What follows belongs to an exercise in optimizing a design on an open flow for small area; a production flow would make more cautious choices.
Where RTL was checked, it was by simulation tests only, not by an equivalence proof against the original.
Power and IR drop assume default switching activity. The clock port is modelled as an ideal driver; clocking choices that lean on that would not hold on a real chip.

wip/maple:
Design reg_file, start of the top module:
module reg_file
#(
  parameter int DATA_W   = reg_file_pkg::REG_DATA_W,
  parameter int ADDR_W   = reg_file_pkg::REG_ADDR_W,
  parameter int NUM_REGS = reg_file_pkg::REG_NUM
) (
  input  logic              clk,
  input  logic              rst,
  input  logic              we,
  input  logic [ADDR_W-1:0] waddr,
  input  logic [DATA_W-1:0] wdata,
  input  logic              re1,
  input  logic [ADDR_W-1:0] raddr1,
  output logic [DATA_W-1:0] rdata1,
  input  logic              re2,
  input  logic [ADDR_W-1:0] raddr2,
  output logic [DATA_W-1:0] rdata2
);
clock: 8.0 ns
lec_check: 0
cap_margin: 20
core_margin: 2
core_utilization: 60
place_density: 0.7
slew_margin: 20
synth_hierarchical: 1
synth_minimum_keep_size: 0
run.sh (not shown) runs the stock make flow with config.mk's settings and CLKGATE_MAP_FILE= SYNTH_SCRIPT=/design/flow/synth_recipe.tcl, a recipe that flattens the netlist after the stock synthesis.
--- input diff wip/maple..wip/tundra ---
Settings: changing PLACE_DENSITY from 0.7 to 0.35; changing CORE_UTILIZATION from 60 to 25.
## What came out
wip/tundra vs. wip/maple: via count now smaller; floorplan row count now larger; routability congestion estimate from global placement now smaller. The endpoint of the worst setup timing path comes out rdata1[14] in one run and rdata2[3] in the other, namely in wip/maple and wip/tundra respectively. Measured against each other, wip/tundra and wip/maple differ in share of total power in the clock network, the higher figure coming from wip/tundra. Going from wip/maple to wip/tundra, worst setup slack shrinks by 0.012 ns. Re routed wire length: wip/tundra is 25% up on wip/maple. Compared wip/tundra vs wip/maple, and final core utilization is down in wip/tundra. wip/tundra gives more instance count after placement with tap cells included than wip/maple did. Re combinational gate power: wip/maple was lower than wip/tundra. wip/maple → wip/tundra: clock latency at the later pin of the worst-skew pair shows an increase of 0.09 ns, area growth from synthesis to layout +5.5 points.
No run of this note included a check of the RTL's function; only the layout flow was run.

* * *

The RTL this note starts from:
==> flow/design.v <==
package reg_file_pkg;
  localparam int REG_DATA_W   = 32;
  localparam int REG_ADDR_W   = 5;
  localparam int REG_NUM      = 32;
  localparam int REG_NUM_LOG2 = 5;
  localparam logic [REG_DATA_W-1:0] ZERO_WORD    = '0;
  localparam logic [REG_ADDR_W-1:0] NOP_REG_ADDR = '0;
  localparam logic WRITE_ENABLE  = 1'b1;
  localparam logic WRITE_DISABLE = 1'b0;
  localparam logic READ_ENABLE   = 1'b1;
  localparam logic READ_DISABLE  = 1'b0;
endpackage
module reg_file_rd_port
#(
  parameter int DATA_W   = reg_file_pkg::REG_DATA_W,
  parameter int ADDR_W   = reg_file_pkg::REG_ADDR_W,
  parameter int NUM_REGS = reg_file_pkg::REG_NUM
) (
  input  logic                           rst,
  input  logic                           re,
  input  logic [ADDR_W-1:0]              raddr,
  input  logic                           we,
  input  logic [ADDR_W-1:0]              waddr,
  input  logic [DATA_W-1:0]              wdata,
  input  logic [NUM_REGS-1:1]            valid,
  input  logic [(NUM_REGS-1)*DATA_W-1:0] words,
  output logic [DATA_W-1:0]              rdata
);
  logic                act;
  logic                hit;
  logic                arr;
  logic [3:0]          pre_lo;
  logic [7:0]          pre_hi;
  logic [NUM_REGS-1:0] sel;
  logic [NUM_REGS-1:0] sel_hi;
  assign act = !rst && (re == reg_file_pkg::READ_ENABLE);
  assign hit = (we == reg_file_pkg::WRITE_ENABLE) && (waddr == raddr);
  assign sel[0] = act && hit && (raddr != reg_file_pkg::NOP_REG_ADDR);
  assign arr = act && !hit;
  for (genvar k = 0; k < 4; k++) begin : g_pre_lo
    assign pre_lo[k] = arr && (raddr[1:0] == 2'(k));
  end
  for (genvar j = 0; j < 8; j++) begin : g_pre_hi
    assign pre_hi[j] = (raddr[4:2] == 3'(j));
  end
  assign sel_hi[0] = sel[0];
  for (genvar i = 1; i < NUM_REGS; i++) begin : g_sel
    rf_and3 u_sel_lo (.a(pre_lo[i%4]), .b(pre_hi[i/4]), .c(valid[i]), .y(sel[i]));
    rf_and3 u_sel_hi (.a(pre_lo[i%4]), .b(pre_hi[i/4]), .c(valid[i]), .y(sel_hi[i]));
  end
  for (genvar b = 0; b < DATA_W; b++) begin : g_bit
    logic [NUM_REGS-1:0] cand;
    logic [NUM_REGS-1:0] s;
    logic [9:0]          part_n;
    logic [3:0]          grp;
    assign s = (b < DATA_W/2) ? sel : sel_hi;
    assign cand[0] = wdata[b];
    for (genvar i = 1; i < NUM_REGS; i++) begin : g_cand
      assign cand[i] = words[(i-1)*DATA_W + b];
    end
    for (genvar g = 0; g < 10; g++) begin : g_aoi
      rf_aoi222 u_aoi (
        .a0 (cand[3*g]),   .b0 (s[3*g]),
        .a1 (cand[3*g+1]), .b1 (s[3*g+1]),
        .a2 (cand[3*g+2]), .b2 (s[3*g+2]),
        .y  (part_n[g])
      );
    end
    rf_nand4 u_nand_0 (.a(part_n[0]), .b(part_n[1]), .c(part_n[2]), .d(part_n[3]), .y(grp[0]));
    rf_nand4 u_nand_1 (.a(part_n[4]), .b(part_n[5]), .c(part_n[6]), .d(part_n[7]), .y(grp[1]));
    rf_nand2 u_nand_2 (.a(part_n[8]), .b(part_n[9]),                               .y(grp[2]));
    rf_ao22  u_ao     (.a0(cand[30]), .b0(s[30]), .a1(cand[31]), .b1(s[31]),    .y(grp[3]));
    rf_or4   u_or     (.a(grp[0]),    .b(grp[1]),    .c(grp[2]),    .d(grp[3]),     .y(rdata[b]));
  end
endmodule
module rf_ao22 (
  input  logic a0, b0, a1, b1,
  output logic y
);
  assign y = (a0 && b0) || (a1 && b1);
endmodule
module rf_nand4 (
  input  logic a, b, c, d,
  output logic y
);
  assign y = !(a && b && c && d);
endmodule
module rf_nand2 (
  input  logic a, b,
  output logic y
);
  assign y = !(a && b);
endmodule
module rf_or4 (
  input  logic a, b, c, d,
  output logic y
);
  assign y = a || b || c || d;
endmodule
module rf_aoi222 (
  input  logic a0, b0, a1, b1, a2, b2,
  output logic y
);
  assign y = !((a0 && b0) || (a1 && b1) || (a2 && b2));
endmodule
module rf_and3 (
  input  logic a, b, c,
  output logic y
);
  assign y = a && b && c;
endmodule
module rf_and2 (
  input  logic a, b,
  output logic y
);
  assign y = a && b;
endmodule
module rf_o21a (
  input  logic a1, a2, b1,
  output logic y
);
  assign y = (a1 || a2) && b1;
endmodule
module reg_file
#(
  parameter int DATA_W   = reg_file_pkg::REG_DATA_W,
  parameter int ADDR_W   = reg_file_pkg::REG_ADDR_W,
  parameter int NUM_REGS = reg_file_pkg::REG_NUM
) (
  input  logic              clk,
  input  logic              rst,
  input  logic              we,
  input  logic [ADDR_W-1:0] waddr,
  input  logic [DATA_W-1:0] wdata,
  input  logic              re1,
  input  logic [ADDR_W-1:0] raddr1,
  output logic [DATA_W-1:0] rdata1,
  input  logic              re2,
  input  logic [ADDR_W-1:0] raddr2,
  output logic [DATA_W-1:0] rdata2
);
  logic [(NUM_REGS-1)*DATA_W-1:0] words_q;
  logic [NUM_REGS-1:1]            valid_q;
  logic [NUM_REGS-1:1]            wen;
  logic [3:0]                     we_lo;
  logic [7:0]                     we_hi;
  for (genvar k = 0; k < 4; k++) begin : g_we_lo
    assign we_lo[k] = (we == reg_file_pkg::WRITE_ENABLE) && (waddr[1:0] == 2'(k));
  end
  for (genvar j = 0; j < 8; j++) begin : g_we_hi
    assign we_hi[j] = (waddr[4:2] == 3'(j));
  end
  for (genvar i = 1; i < NUM_REGS; i++) begin : g_wen
    rf_and2 u_wen (.a(we_lo[i%4]), .b(we_hi[i/4]), .y(wen[i]));
  end
  always_ff @(posedge clk) begin
    for (int i = 1; i < NUM_REGS; i++) begin
      if (wen[i]) begin
        words_q[(i-1)*DATA_W +: DATA_W] <= wdata;
      end
    end
  end
  logic rst_n;
  logic [NUM_REGS-1:1] valid_d;
  assign rst_n = !rst;
  for (genvar i = 1; i < NUM_REGS; i++) begin : g_valid
    rf_o21a u_valid (.a1(valid_q[i]), .a2(wen[i]), .b1(rst_n), .y(valid_d[i]));
  end
  always_ff @(posedge clk) begin
    valid_q <= valid_d;
  end
  reg_file_rd_port #(.DATA_W(DATA_W), .ADDR_W(ADDR_W), .NUM_REGS(NUM_REGS)) u_rd_port1 (
    .rst    (rst),
    .re     (re1),
    .raddr  (raddr1),
    .we     (we),
    .waddr  (waddr),
    .wdata  (wdata),
    .valid  (valid_q),
    .words  (words_q),
    .rdata  (rdata1)
  );
  reg_file_rd_port #(.DATA_W(DATA_W), .ADDR_W(ADDR_W), .NUM_REGS(NUM_REGS)) u_rd_port2 (
    .rst    (rst),
    .re     (re2),
    .raddr  (raddr2),
    .we     (we),
    .waddr  (waddr),
    .wdata  (wdata),
    .valid  (valid_q),
    .words  (words_q),
    .rdata  (rdata2)
  );
endmodule
clock: 8.0 ns
lec_check: 0
cap_margin: 20
core_margin: 2
core_utilization: 60
place_density: 0.7
slew_margin: 20
synth_hierarchical: 1
synth_minimum_keep_size: 0
standard.sh (not shown) runs the stock make flow with config.mk's settings and CLKGATE_MAP_FILE= SYNTH_SCRIPT=/design/flow/synth_recipe.tcl, a recipe that flattens the netlist after the stock synthesis.
==> flow/flow/run.sh <==
#!/bin/bash
# The standard layout with two changes: every port is buffered by a buf_2
# instead of the resizer's default pick, and clock tree synthesis clusters
# about 30 flip-flops per clkbuf_16 leaf without dummy loads. Make's full
# output goes to flow.log here; ORFS keeps each step's log under orfs/logs.
set -euo pipefail
export BUFFER_PORTS_ARGS="-buffer_cell sky130_fd_sc_hd__buf_2"
export CTS_ARGS="-sink_clustering_enable -repair_clock_nets -buf_list sky130_fd_sc_hd__clkbuf_16 -sink_clustering_size 30 -sink_clustering_max_diameter 120 -dont_use_dummy_load"
bash standard.sh > flow.log 2>&1
Change:
--- a/flow/flow/run.sh
+++ b/flow/flow/run.sh
@@ -4 +4 @@
-# about 30 flip-flops per clkbuf_16 leaf without dummy loads. Make's full
+# about 26 flip-flops per clkbuf_16 leaf without dummy loads. Make's full
@@ -8 +8 @@
-export CTS_ARGS="-sink_clustering_enable -repair_clock_nets -buf_list sky130_fd_sc_hd__clkbuf_16 -sink_clustering_size 30 -sink_clustering_max_diameter 120 -dont_use_dummy_load"
+export CTS_ARGS="-sink_clustering_enable -repair_clock_nets -buf_list sky130_fd_sc_hd__clkbuf_16 -sink_clustering_size 26 -sink_clustering_max_diameter 120 -dont_use_dummy_load"
Worst hold slack degrades by 0.0051 ns.
Sequential power is about the same.
Clock power grows by about 5%.
Worst setup slack improves by 0.014 ns.

==> port drivers added, routing unchanged <==
No port has a modelled driver above. Below, the same layouts with a new extraction and two added sets of constraints.
Step 1: set_driving_cell puts a clkbuf_16 on clk and a buf_2 on each other input, an assumption about the parent block.
Step 2 moves the port delays by t, midway between the first and last clock arrival at a register: inputs arrive t later, outputs are due t later. That takes back most of the time a late clock gives input paths.
Slacks: no drivers / after step 1 / after step 2; pairs: no drivers / after step 1.
run | shift t [ns] | slack for setup (ns) | clock arrival spread, ns
wip/maple | 0.724 | 0.409 / 0.375 / 0.375 | 0.038 / 0.037
wip/tundra | 0.817 | 0.397 / 0.358 / 0.358 | 0.028 / 0.028
the first run of note 2 | 0.649 | 1.206 / 1.182 / 1.182 | 0.079 / 0.079
the second run of note 2 | 0.665 | 1.220 / 1.197 / 1.197 | 0.086 / 0.086
After both steps every run listed still meets setup and hold. For wip/tundra, which loses most, drivers alone change the setup slack by -0.039 ns; drivers and shift together by -0.039 ns.
